Background: an optimization exercise with open tools, aiming at small area and a short achievable clock period. Do not read the settings as production practice.
RTL that was checked went through simulation tests only; none was proved equivalent to the original.
Power and IR drop assume default switching activity.

== alpha ==
==> flow/design.v <==
module peripheral_packet_slave #(
  parameter int DEPTH        = 32,
  parameter int READ_LATENCY = 2
) (
  input  logic        clk,
  input  logic        reset,
  input  logic [3:0]  av_nativeaddress,
  input  logic [3:0]  av_byteenable,
  input  logic        av_read,
  input  logic        av_write,
  input  logic [31:0] av_writedata,
  output logic        av_waitrequest,
  output logic [31:0] av_readdata,
  output logic        av_readdatavalid,
  output logic        av_endofpacket,
  input  logic [31:0] st_data,
  input  logic        st_valid,
  input  logic        st_endofpacket,
  output logic        st_ready
);
  logic [32:0]   mem [32];
  logic [4:0]    wr_ptr, rd_ptr;
  logic [5:0]    pkt_cnt;
  logic          empty, full;
  logic          head_eop;   
  logic [31:0]   scratch [3:15];
  logic          flush, push, pop, rd_acc, clr, inc, dec;
  logic [4:0]    rd_inc;
  logic [5:0]    level, pkt_inc, pkt_dec;
  logic [31:0]   wd_r;
  logic          s0_vld, s0_eop;
  logic [7:0]    s0_mhi;     
  logic [3:0]    s0_mlo;     
  logic [3:0]    s0_ahi;     
  logic [3:0]    s0_alo;     
  logic [11:0]   s0_stat;    
  logic          s1_vld, s1_eop;
  logic [31:0]   s1_dat;
  pkt_slave_waitreq u_waitreq (
    .rd(av_read), .empty(empty), .addr(av_nativeaddress), .y(av_waitrequest)
  );
  pkt_slave_stready u_stready (
    .full(full), .reset(reset), .wr(av_write), .be0(av_byteenable[0]),
    .wd0(av_writedata[0]), .addr(av_nativeaddress), .y(st_ready)
  );
  assign flush    = av_write & (av_nativeaddress == 4'd2) & av_byteenable[0] & av_writedata[0];
  assign push     = st_valid & ~full & ~reset & ~flush;
  assign rd_acc   = av_read & ~av_write & ~(av_nativeaddress == 4'd0 & empty);
  assign pop      = av_read & ~av_write & (av_nativeaddress == 4'd0) & ~empty;
  assign clr      = reset | flush;
  assign level    = {full, wr_ptr - rd_ptr};
  assign rd_inc   = rd_ptr + 5'd1;
  assign inc      = push & st_endofpacket;
  assign dec      = pop & head_eop;
  pkt_slave_incdec u_pkt_incdec (.x(pkt_cnt), .inc(pkt_inc), .dec(pkt_dec));
  always_ff @(posedge clk) begin
    if (~full) mem[wr_ptr] <= {st_endofpacket, st_data};
  end
  always_ff @(posedge clk) begin
    if (clr) begin
      wr_ptr  <= '0;
      rd_ptr  <= '0;
      pkt_cnt <= '0;
      empty   <= 1'b1;
      full    <= 1'b0;
    end else begin
      if (push) wr_ptr <= wr_ptr + 5'd1;
      if (pop)  rd_ptr <= rd_inc;
      if (inc & ~dec)      pkt_cnt <= pkt_inc;
      else if (dec & ~inc) pkt_cnt <= pkt_dec;
      empty   <= (empty & ~push) | (level == 6'd1 & pop & ~push);
      full    <= (full & ~pop) | (level == 6'd31 & push & ~pop);
    end
  end
  always_ff @(posedge clk) begin
    if (pop)        head_eop <= (rd_inc == wr_ptr) ? st_endofpacket : mem[rd_inc][32];
    else if (empty) head_eop <= st_endofpacket;
  end
  assign wd_r = av_writedata & {32{~reset}};
  always_ff @(posedge clk) begin
    for (int a = 3; a < 16; a++)
      for (int b = 0; b < 4; b++)
        if (reset | (av_write & (av_nativeaddress == 4'(a)) & av_byteenable[b]))
          scratch[a][8*b +: 8] <= wd_r[8*b +: 8];
  end
  always_ff @(posedge clk) begin
    s0_vld  <= ~reset & rd_acc;
    s0_eop  <= head_eop & (av_nativeaddress == 4'd0);
    for (int i = 0; i < 8; i++) s0_mhi[i] <= (av_nativeaddress == 4'd0) & (rd_ptr[4:2] == 3'(i));
    for (int i = 0; i < 4; i++) s0_mlo[i] <= (rd_ptr[1:0] == 2'(i));
    for (int i = 0; i < 4; i++) s0_ahi[i] <= (av_nativeaddress[3:2] == 2'(i));
    for (int i = 0; i < 4; i++) s0_alo[i] <= (av_nativeaddress[1:0] == 2'(i));
    s0_stat <= (av_nativeaddress == 4'd1) ? {pkt_cnt, level} : 12'd0;
  end
  logic [31:0] src [45];
  logic [44:0] sel;
  logic [14:0] grp [32];
  logic [31:0] rsp_dat;
  always_comb begin
    for (int i = 0; i < 32; i++) begin
      src[i] = mem[i][31:0];
      sel[i] = s0_mhi[i / 4] & s0_mlo[i % 4];
    end
    for (int k = 3; k < 16; k++) begin
      src[32 + k - 3] = scratch[k];
      sel[32 + k - 3] = s0_ahi[k / 4] & s0_alo[k % 4];
    end
  end
  for (genvar b = 0; b < 32; b++) begin : g_bit
    for (genvar g = 0; g < 15; g++) begin : g_grp
      pkt_slave_aoi222 u_aoi (
        .a0(src[3*g][b]),   .s0(sel[3*g]),
        .a1(src[3*g+1][b]), .s1(sel[3*g+1]),
        .a2(src[3*g+2][b]), .s2(sel[3*g+2]),
        .y (grp[b][g])
      );
    end
  end
  logic [31:0] stat_n;
  assign stat_n = ~{10'h000, s0_stat[11:6], 10'h000, s0_stat[5:0]};
  for (genvar b = 0; b < 32; b++) begin : g_or
    logic n0, n1, n2, n3, m0, m1;
    pkt_slave_nand4 u_n0 (.a(grp[b][0]),  .b(grp[b][1]),  .c(grp[b][2]),  .d(grp[b][3]),  .y(n0));
    pkt_slave_nand4 u_n1 (.a(grp[b][4]),  .b(grp[b][5]),  .c(grp[b][6]),  .d(grp[b][7]),  .y(n1));
    pkt_slave_nand4 u_n2 (.a(grp[b][8]),  .b(grp[b][9]),  .c(grp[b][10]), .d(grp[b][11]), .y(n2));
    if ((b < 6) || (b >= 16 && b < 22)) begin : g_st
      pkt_slave_nand4 u_n3 (.a(grp[b][12]), .b(grp[b][13]), .c(grp[b][14]), .d(stat_n[b]), .y(n3));
    end else begin : g_nost
      pkt_slave_nand3 u_n3 (.a(grp[b][12]), .b(grp[b][13]), .c(grp[b][14]), .y(n3));
    end
    pkt_slave_nor2  u_m0 (.a(n0), .b(n1), .y(m0));
    pkt_slave_nor2  u_m1 (.a(n2), .b(n3), .y(m1));
    pkt_slave_nand2 u_y  (.a(m0), .b(m1), .y(rsp_dat[b]));
  end
  always_ff @(posedge clk) begin
    s1_vld <= ~reset & s0_vld;
    s1_eop <= ~reset & s0_vld & s0_eop;
    s1_dat <= rsp_dat;
  end
  assign av_readdatavalid = s1_vld;
  assign av_readdata      = s1_dat;
  assign av_endofpacket   = s1_eop;
endmodule
module pkt_slave_aoi222 (
  input  logic a0, s0, a1, s1, a2, s2,
  output logic y
);
  assign y = ~((a0 & s0) | (a1 & s1) | (a2 & s2));
endmodule
module pkt_slave_waitreq (
  input  logic       rd, empty,
  input  logic [3:0] addr,
  output logic       y
);
  assign y = rd & (addr == 4'd0) & empty;
endmodule
module pkt_slave_stready (
  input  logic       full, reset, wr, be0, wd0,
  input  logic [3:0] addr,
  output logic       y
);
  assign y = ~full & ~reset & ~(wr & (addr == 4'd2) & be0 & wd0);
endmodule
module pkt_slave_incdec (
  input  logic [5:0] x,
  output logic [5:0] inc, dec
);
  assign inc = x + 6'd1;
  assign dec = x - 6'd1;
endmodule
module pkt_slave_nand4 (input logic a, b, c, d, output logic y);
  assign y = ~(a & b & c & d);
endmodule
module pkt_slave_nand3 (input logic a, b, c, output logic y);
  assign y = ~(a & b & c);
endmodule
module pkt_slave_nor2 (input logic a, b, output logic y);
  assign y = ~(a | b);
endmodule
module pkt_slave_nand2 (input logic a, b, output logic y);
  assign y = ~(a & b);
endmodule
==> flow/config.mk <==
export PLATFORM = sky130hd
export DESIGN_NAME = peripheral_packet_slave
export DESIGN_NICKNAME = peripheral_packet_slave
export VERILOG_FILES = /design/flow/design.v
export SDC_FILE = /design/flow/constraint.sdc
export NUM_CORES = 4
export LEC_CHECK = 0
export CAP_MARGIN = 20
export CORE_MARGIN = 2
export CORE_UTILIZATION = 40
export SETUP_SLACK_MARGIN = 2.0
export SLEW_MARGIN = 20
export SYNTH_HIERARCHICAL = 1
==> flow/constraint.sdc <==
create_clock -name core_clock -period 4.5 [get_ports {clk}]
set_input_delay 0.9000 -clock core_clock [delete_from_list [all_inputs] [get_ports {clk}]]
set_output_delay 0.9000 -clock core_clock [all_outputs]
set_load 0.01 [all_outputs]
standard.sh (not shown) runs the stock make flow with config.mk's settings and CLKGATE_MAP_FILE= SYNTH_SCRIPT=/design/flow/synth_recipe.tcl, a recipe that flattens the netlist after the stock synthesis.
==> flow/flow/run.sh <==
#!/bin/bash
bash standard.sh \
  BUFFER_PORTS_ARGS="-buffer_cell sky130_fd_sc_hd__buf_2" \
  CTS_ARGS="-sink_clustering_enable -repair_clock_nets -dont_use_dummy_load -sink_clustering_size 24 -sink_clustering_max_diameter 120" \
  finish > make.log 2>&1
alpha: all stages complete, timing, DRC and antenna checks passed
Inputs modified between alpha and beta:
- swapping 2.0 for 2.4 in SETUP_SLACK_MARGIN
## What came out
Net count after synthesis: beta vs alpha identical
On part of the total power dissipated in the clock network, beta and alpha are neck and neck.
beta vs alpha: non-clock buffer instance count of the final layout up in beta
Measured against alpha, the post-cts repair resize count of beta comes out at 5.5 times the reference value.
Sequential share of layout area down 2.2 points in beta wrt alpha
Between alpha and beta, the number of clock buffers in the layout does not differ in any meaningful way.
When the final numbers for beta and alpha were put side by side, the total power turned out to be greater in beta.
Run comparison: beta destination of the critical timing path st_ready; alpha destination of the critical timing path mem[19][11]
Multi-input logic portion of the cell area for beta: 0.25 points up relative to alpha
> inputs changed (beta -> gamma)
- swapping 2.4 for 2.2 in SETUP_SLACK_MARGIN
==> comparison <==
Relative to beta, proportion of power drawn by the clock network increased by 0.2 points in gamma.
Diff beta -> gamma: post-route cell area shrank by about 2.2%; delay contributed by the slowest stage of the critical path comparable.
| final-layout clock-cell area share | beta vs gamma | ≈ equal |
gamma against beta: worst setup slack +28 ps; core utilization -1.0 points.
Compared with beta, gamma degrades total length of routed wires.
gamma has final worst hold slack below what beta had.
The run showing the greater sequential share of cell area is gamma.
When the final numbers for beta and gamma were put side by side, the via count turned out to be smaller in gamma.

* * *

Another version of the RTL of peripheral_packet_slave (not shown whole).
For scale: ~2900 cells after synthesis, roughly 1500 flip-flops.
==> flow/config.mk <==
export PLATFORM = sky130hd
export DESIGN_NAME = peripheral_packet_slave
export DESIGN_NICKNAME = peripheral_packet_slave
export VERILOG_FILES = /design/flow/design.v
export SDC_FILE = /design/flow/constraint.sdc
export NUM_CORES = 4
export LEC_CHECK = 0
export CAP_MARGIN = 20
export CORE_MARGIN = 2
export CORE_UTILIZATION = 40
export SETUP_SLACK_MARGIN = 2.2
export SLEW_MARGIN = 20
==> flow/constraint.sdc <==
create_clock -name core_clock -period 4.5 [get_ports {clk}]
set_input_delay 0.9000 -clock core_clock [delete_from_list [all_inputs] [get_ports {clk}]]
set_output_delay 0.9000 -clock core_clock [all_outputs]
set_load 0.01 [all_outputs]
==> flow/flow/run.sh <==
#!/bin/bash
cp standard.sh synth_recipe.tcl config.mk out/ 2>/dev/null
bash standard.sh > standard.log 2>&1
The first run passed the timing, design-rule and antenna checks.
Change:
==> flow/run.sh (new file) <==
#!/bin/bash
# synth_recipe.tcl (not shown) runs the flow's synth.tcl, then flattens the netlist and writes it again
# the make line also repeats each setting of config.mk as NAME=value (left out here)
make -C /OpenROAD-flow-scripts/flow DESIGN_CONFIG=/design/flow/config.mk WORK_HOME=/design/flow/orfs CLKGATE_MAP_FILE= SYNTH_SCRIPT=/design/flow/synth_recipe.tcl finish
--- a/flow/config.mk
+++ b/flow/config.mk
@@ -8,5 +8,6 @@
 export CAP_MARGIN = 20
 export CORE_MARGIN = 2
-export CORE_UTILIZATION = 40
+export CORE_UTILIZATION = 65
+export PLACE_DENSITY = 0.75
 export SETUP_SLACK_MARGIN = 2.2
 export SLEW_MARGIN = 20
removed: flow/flow/run.sh
removed: flow/standard.sh
What happened: The new run produced a clean layout; via count increases by 5.5%; sequential share of layout area climbs by 1.4 points; cell area came out lower by 2.3%; maximum frequency falls by 6.5%; final cell count decreases by 15%; die area went down by 38%; global-route usage goes up by 16 points; non-clock buffer count came out lower by 49; total power increases by 0.40%; worst setup slack is worse by 180 ps.
Change:
--- a/flow/config.mk
+++ b/flow/config.mk
@@ -8,6 +8,5 @@
 export CAP_MARGIN = 20
 export CORE_MARGIN = 2
-export CORE_UTILIZATION = 65
-export PLACE_DENSITY = 0.75
+export CORE_UTILIZATION = 40
 export SETUP_SLACK_MARGIN = 2.2
 export SLEW_MARGIN = 20
Effect:
- wire length came out lower by 2.8%
- worst setup slack improved by 180 ps
- core utilization falls by 29 points
- global-route usage decreases by 16 points
- area after synthesis does not change
- clock-buffer cell count grows by 18
- sequential share of layout area is lower by 1.4 points
- register-to-register slack improves by 180 ps
Change:
--- a/flow/config.mk
+++ b/flow/config.mk
@@ -9,4 +9,6 @@
 export CORE_MARGIN = 2
 export CORE_UTILIZATION = 40
+export CTS_BUF_LIST = sky130_fd_sc_hd__clkbuf_8
+export CTS_CLUSTER_SIZE = 30
 export SETUP_SLACK_MARGIN = 2.2
 export SLEW_MARGIN = 20
Setup slack is worse by 92 ps.
Count of clock-buffer cells in the layout is higher by 27.
Total power falls by 4.8%.
Design area drops by 0.99%.
Area after synthesis does not change.
Clock power is lower by about 10%.
Clock skew goes up by 18 ps.
Final cell count rises by 2.2%.
Core utilization falls by 0.48 points.
Die area is unchanged.
No functional check of the RTL was part of any run of this note.

==> re-timing with driven ports <==
How much do the figures lean on ideal ports? The routed layouts below were timed once more, with nothing changed but the port constraints.
Step 1 sets driving cells, clkbuf_16 on the clock port and buf_2 on the other inputs (assumed; they add their load-dependent delay and slew).
Step 2 moves the port delays by t, midway between the first and last clock arrival at a register: inputs arrive t later, outputs are due t later. That takes back most of the time a late clock gives input paths.
a / b / c = no drivers / after step 1 / after step 2; a / b = the first two.
run | t, ns | setup slack, ns | worst data-port slew with drivers (ns)
alpha | 0.756 | 1.694 / 1.694 / 1.517 | 0.10
beta | 0.754 | 1.987 / 1.926 / 1.751 | 0.13
gamma | 0.732 | 2.015 / 1.960 / 1.568 | 0.12
the first run of note 2 | 0.848 | 1.851 / 1.851 / 1.172 | 0.15
the second run of note 2 | 0.837 | 1.667 / 1.667 / 1.102 | 0.15
the third run of note 2 | 0.848 | 1.851 / 1.851 / 1.172 | 0.15
the fourth run of note 2 | 1.026 | 1.758 / 1.758 / 1.121 | 0.14
After both steps every run listed still meets setup and hold.
